This design comes from an exercise in tuning for small area, a short achievable clock period and few clock cycles per item on the open sky130 flow, not from production work.
Where RTL was checked, it was by simulation tests only, not by an equivalence proof against the original.
Power and IR drop assume default switching activity.

== build 84 ==
// noise_estimation_top
module noise_estimation_top (
	input  logic        clk,
	input  logic        rst_n,
	input  logic        start_of_frame,
	input  logic [2:0]  blocks_log2,
	input  logic        sample_valid,
	input  logic [7:0]  sample_data,
	output logic        sample_ready,
	output logic        block_stat_valid,
	output logic [27:0] block_stat,    
	output logic        noise_valid,
	output logic [20:0] noise_result   
);
	assign sample_ready = 1'b1;
	logic       v0;       
	logic [7:0] x0;       
	always_ff @(posedge clk or negedge rst_n) begin
		if (!rst_n) v0 <= 1'b0;
		else        v0 <= sample_valid;
	end
	always_ff @(posedge clk)
		x0 <= sample_valid ? sample_data : 8'd0;
	logic [5:0]  cnt;       
	logic        sof_q;     
	logic        blk_last;  
	logic        clr;
	logic [13:0] s_acc;     
	logic [13:0] s_next;
	logic [19:0] qs, qc;    
	logic [19:0] qs_g, qc_g;
	logic [19:0] qs_n, qc_n;
	assign blk_last = v0 && (&cnt);
	assign clr      = blk_last || sof_q;
	always_ff @(posedge clk or negedge rst_n) begin
		if (!rst_n) begin
			cnt   <= '0;
			sof_q <= 1'b0;
		end else begin
			sof_q <= start_of_frame;
			if (v0) cnt <= cnt + 1'b1;
		end
	end
	assign qs_g   = qs;
	assign qc_g   = qc;
	assign s_next = s_acc + {6'd0, x0};
	logic cs0;
	logic cs1;
	logic cs2;
	logic cs3;
	logic cs4;
	logic cs5;
	logic cs6;
	logic cs7;
	logic cs8;
	logic cs9;
	logic cs10;
	logic cs11;
	logic cs12;
	logic cs13;
	logic cs14;
	logic cs15;
	logic cs16;
	logic cs17;
	logic cs18;
	logic cs19;
	logic cs20;
	logic cs21;
	logic cs22;
	logic cs23;
	logic cs24;
	logic cs25;
	logic cs26;
	logic cs27;
	logic cs28;
	logic cs29;
	logic cs30;
	logic cs31;
	logic cs32;
	logic cs33;
	logic cs34;
	logic cs35;
	logic cs36;
	logic cs37;
	logic cs38;
	logic cs39;
	logic cs40;
	logic cs41;
	logic cs42;
	logic cs43;
	logic cs44;
	logic cs45;
	logic cs46;
	logic cs47;
	logic cs48;
	logic cs49;
	logic cs50;
	logic cs51;
	logic cs52;
	logic cs53;
	logic cs54;
	logic cs55;
	logic cs56;
	logic cs57;
	logic cs58;
	logic cs59;
	logic cs60;
	logic cs61;
	logic cs62;
	logic cs63;
	logic cs64;
	logic cs65;
	logic cs66;
	logic cs67;
	logic cs68;
  ...
==> flow/config.mk <==
export PLATFORM = sky130hd
export DESIGN_NAME = noise_estimation_top
export DESIGN_NICKNAME = noise_estimation_top
export VERILOG_FILES = /design/flow/design.v
export SDC_FILE = /design/flow/constraint.sdc
export NUM_CORES = 4
export LEC_CHECK = 0
export CAP_MARGIN = 20
export CORE_MARGIN = 2
export CORE_UTILIZATION = 60
export CTS_BUF_LIST = sky130_fd_sc_hd__clkbuf_4 sky130_fd_sc_hd__clkbuf_8
export SLEW_MARGIN = 20
==> flow/constraint.sdc <==
create_clock -name core_clock -period 8.0 [get_ports {clk}]
set_input_delay 1.6000 -clock core_clock [delete_from_list [all_inputs] [get_ports {clk}]]
set_output_delay 1.6000 -clock core_clock [all_outputs]
set_load 0.01 [all_outputs]
standard.sh (not shown) runs the stock make flow with config.mk's settings and CLKGATE_MAP_FILE= SYNTH_SCRIPT=/design/flow/synth_recipe.tcl, a recipe that flattens the netlist after the stock synthesis.
==> flow/flow/run.sh <==
#!/bin/bash
# The standard layout (standard.sh: the ORFS flow and synthesis, unchanged) with three
# settings the flow's own config cannot express:
#  - ports buffered with a plain buffer instead of the slow delay cell buffer_ports picks;
#  - clock tree built without dummy loads, from a strong root buffer;
set -euo pipefail
export BUFFER_PORTS_ARGS="-buffer_cell sky130_fd_sc_hd__buf_2"
export CTS_ARGS="-sink_clustering_enable -repair_clock_nets -dont_use_dummy_load -root_buf sky130_fd_sc_hd__clkbuf_16 -buf_list {sky130_fd_sc_hd__clkbuf_8}"
export SETUP_SLACK_MARGIN=5.6
bash standard.sh > standard.log 2>&1
Testbench counts of build 84, summed over its fixed seeds: cycles 38,461, samples 36,864.
Input changes introduced in build 83 (baseline for comparison: build 84):
==> flow/flow/run.sh <==
#!/bin/bash
# The standard layout (standard.sh: the ORFS flow and synthesis, unchanged) with three
# settings the flow's own config cannot express:
#  - ports buffered with a plain buffer instead of the slow delay cell buffer_ports picks;
#  - clock tree built without dummy loads, from a strong root buffer;
set -euo pipefail
export BUFFER_PORTS_ARGS="-buffer_cell sky130_fd_sc_hd__buf_1"
export CTS_ARGS="-sink_clustering_enable -repair_clock_nets -dont_use_dummy_load -root_buf sky130_fd_sc_hd__clkbuf_16 -buf_list {sky130_fd_sc_hd__clkbuf_8}"
export SETUP_SLACK_MARGIN=5.3
bash standard.sh > standard.log 2>&1
Results
Against build 84, slack of the critical path in build 83 came out worse.
Taking build 84 as the reference, in build 83 sequential power essentially unchanged, period utilization increased 0.80 points.
Sort build 83 and build 84 by summed area of non-filler cells in the final layout, ascending, and build 83 comes first.
Going from build 84 to build 83, the share of power burned in the clock network was found to have gone up by 1.5 points.
| growth of design area from synthesis to finish | build 83 vs build 84 | 8.3 points lower |
Re remaining global-route overflow: no difference whatsoever between build 83 and build 84.
Going from build 84 to build 83, routed wire length decreased about 6.5%, placement-stage cell area decreased 0.86%.
The inputs of build 96 differ from those of build 83 as listed below.
==> flow/flow/run.sh <==
#!/bin/bash
# The standard layout (standard.sh: the ORFS flow and synthesis, unchanged) with three
# settings the flow's own config cannot express:
#  - ports buffered with a plain buffer instead of the slow delay cell buffer_ports picks;
#  - clock tree built without dummy loads, from a strong root buffer;
set -euo pipefail
export BUFFER_PORTS_ARGS="-buffer_cell sky130_fd_sc_hd__buf_2"
export CTS_ARGS="-sink_clustering_enable -repair_clock_nets -dont_use_dummy_load -root_buf sky130_fd_sc_hd__clkbuf_16 -buf_list {sky130_fd_sc_hd__clkbuf_8}"
export SETUP_SLACK_MARGIN=5.5
bash standard.sh > standard.log 2>&1
[summary]
Final period demand of the worst path is higher on build 83. As far as total global-route track usage is concerned, build 96 and build 83 perform about the same. For first-pass GRT wire length, build 96 and build 83 come out practically identical. Comparing build 96 with build 83, the number of vias per cell after detailed routing came out essentially unchanged. Build 96 ran to completion and came out clean on the timing, design-rule and antenna checks. Diff build 83 -> build 96: total via count in the routed design has increased, number of filler instances in the final layout has decreased, flip-flop and latch area has increased.
Input changes introduced in build 50 (baseline for comparison: build 96):
-- flow/flow/run.sh --
<<< build 96, line 7
export BUFFER_PORTS_ARGS="-buffer_cell sky130_fd_sc_hd__buf_2"
export CTS_ARGS="-sink_clustering_enable -repair_clock_nets -dont_use_dummy_load -root_buf sky130_fd_sc_hd__clkbuf_16 -buf_list {sky130_fd_sc_hd__clkbuf_8}"
export SETUP_SLACK_MARGIN=5.5
bash standard.sh > standard.log 2>&1
>>> build 50, line 7
export BUFFER_PORTS_ARGS="-buffer_cell sky130_fd_sc_hd__buf_2"
export CTS_ARGS="-sink_clustering_enable -repair_clock_nets -dont_use_dummy_load -root_buf sky130_fd_sc_hd__clkbuf_16 -buf_list {sky130_fd_sc_hd__clkbuf_8}"
export SETUP_SLACK_MARGIN=5.3
bash standard.sh > standard.log 2>&1
### Flow results
Build 96 → build 50: ratio of cells with drive above 1 in the final layout moved down, number of remaining DRC errors level, final period demand of the worst path moved up.
Summary — register cell area after layout, build 50 relative to build 96: lower, by about 0.4%.

Setup of lane 4:
Another version of the RTL of noise_estimation_top (not shown whole).
For scale: roughly 680 cells after synthesis, about 180 flip-flops, about 7900 um^2 of cells after synthesis.
## noise_estimation_top
module noise_estimation_top (
	input  logic        clk,
	input  logic        rst_n,
	input  logic        start_of_frame,
	input  logic [2:0]  blocks_log2,
	input  logic        sample_valid,
	input  logic [7:0]  sample_data,
	output logic        sample_ready,
	output logic        block_stat_valid,
	output logic [27:0] block_stat,    
	output logic        noise_valid,
	output logic [20:0] noise_result   
);
export LEC_CHECK = 0
export CAP_MARGIN = 20
export CORE_MARGIN = 2
export CORE_UTILIZATION = 60
export CTS_BUF_LIST = sky130_fd_sc_hd__clkbuf_4 sky130_fd_sc_hd__clkbuf_8
export SLEW_MARGIN = 20
create_clock -name core_clock -period 8.0 [get_ports {clk}]
==> flow/flow/run.sh <==
#!/bin/bash
# The standard layout (standard.sh: the ORFS flow and synthesis, unchanged) with three
# settings the flow's own config cannot express:
#  - ports buffered with a plain buffer instead of the slow delay cell buffer_ports picks;
#  - clock tree built without dummy loads;
set -euo pipefail
export BUFFER_PORTS_ARGS="-buffer_cell sky130_fd_sc_hd__buf_2"
export CTS_ARGS="-sink_clustering_enable -repair_clock_nets -dont_use_dummy_load -buf_list {sky130_fd_sc_hd__clkbuf_4 sky130_fd_sc_hd__clkbuf_8}"
export SETUP_SLACK_MARGIN=5.35
bash standard.sh > standard.log 2>&1
Lane 4: PASS, flow complete, no timing, DRC or antenna violations
Modified inputs, lane 5 compared to lane 4
--- a/flow/flow/run.sh
+++ b/flow/flow/run.sh
@@ -7,4 +7,4 @@
 export BUFFER_PORTS_ARGS="-buffer_cell sky130_fd_sc_hd__buf_2"
 export CTS_ARGS="-sink_clustering_enable -repair_clock_nets -dont_use_dummy_load -buf_list {sky130_fd_sc_hd__clkbuf_4 sky130_fd_sc_hd__clkbuf_8}"
-export SETUP_SLACK_MARGIN=5.35
+export SETUP_SLACK_MARGIN=5.2
 bash standard.sh > standard.log 2>&1
[summary]
Compared with lane 4, lane 5 shows number of optimization iterations in the first detailed-route pass lower by 1.
Re number of vias in the routed layout: lane 5 is 151 down on lane 4.
The number of nets in the layout reported for lane 5 is smaller than that of lane 4 by about 3.4%.
Lane 5 and lane 4 ended up with roughly the same power of the clock network.
Re utilization: lane 5 is 2.0 points down on lane 4.
Looking at relative area change from synthesis to final layout across lane 5 and lane 4, the one that comes out higher is lane 4.
Lane 5 vs. lane 4: time the final worst path needs with I/O delays and setup increased 65 ps; worst setup slack decreased 65 ps; part of the total power dissipated in the clock network increased 0.3 points; power decreased 1.6%; setup slack at placement decreased 46 ps.
No run of this note included a check of the RTL's function; only the layout flow was run.

port drivers added, routing unchanged:
Ports are ideal in the flow. The routed layouts listed here were re-timed in OpenROAD.
Step 1, drivers: a clkbuf_16 drives clk and a buf_2 each remaining input, both assumed.
Step 2 times the ports against the registers' clock, not the clock port: input delays grow and output delays shrink by t, the midpoint of the rising clock arrivals with the driver on.
Three values: ideal, step 1, step 2; two values: the first two.
run	t (ns)	setup slack, ns	worst data-port slew with drivers (ns)
build 84	0.402	5.467 / 5.423 / 5.646	0.03
build 83	0.404	5.403 / 5.361 / 5.495	0.03
build 96	0.408	5.428 / 5.386 / 5.601	0.03
build 50	0.405	5.398 / 5.356 / 5.500	0.03
lane 4	0.482	5.356 / 5.318 / 5.446	0.03
lane 5	0.477	5.291 / 5.281 / 5.291	0.03
After both steps setup and hold are still met in every run listed.
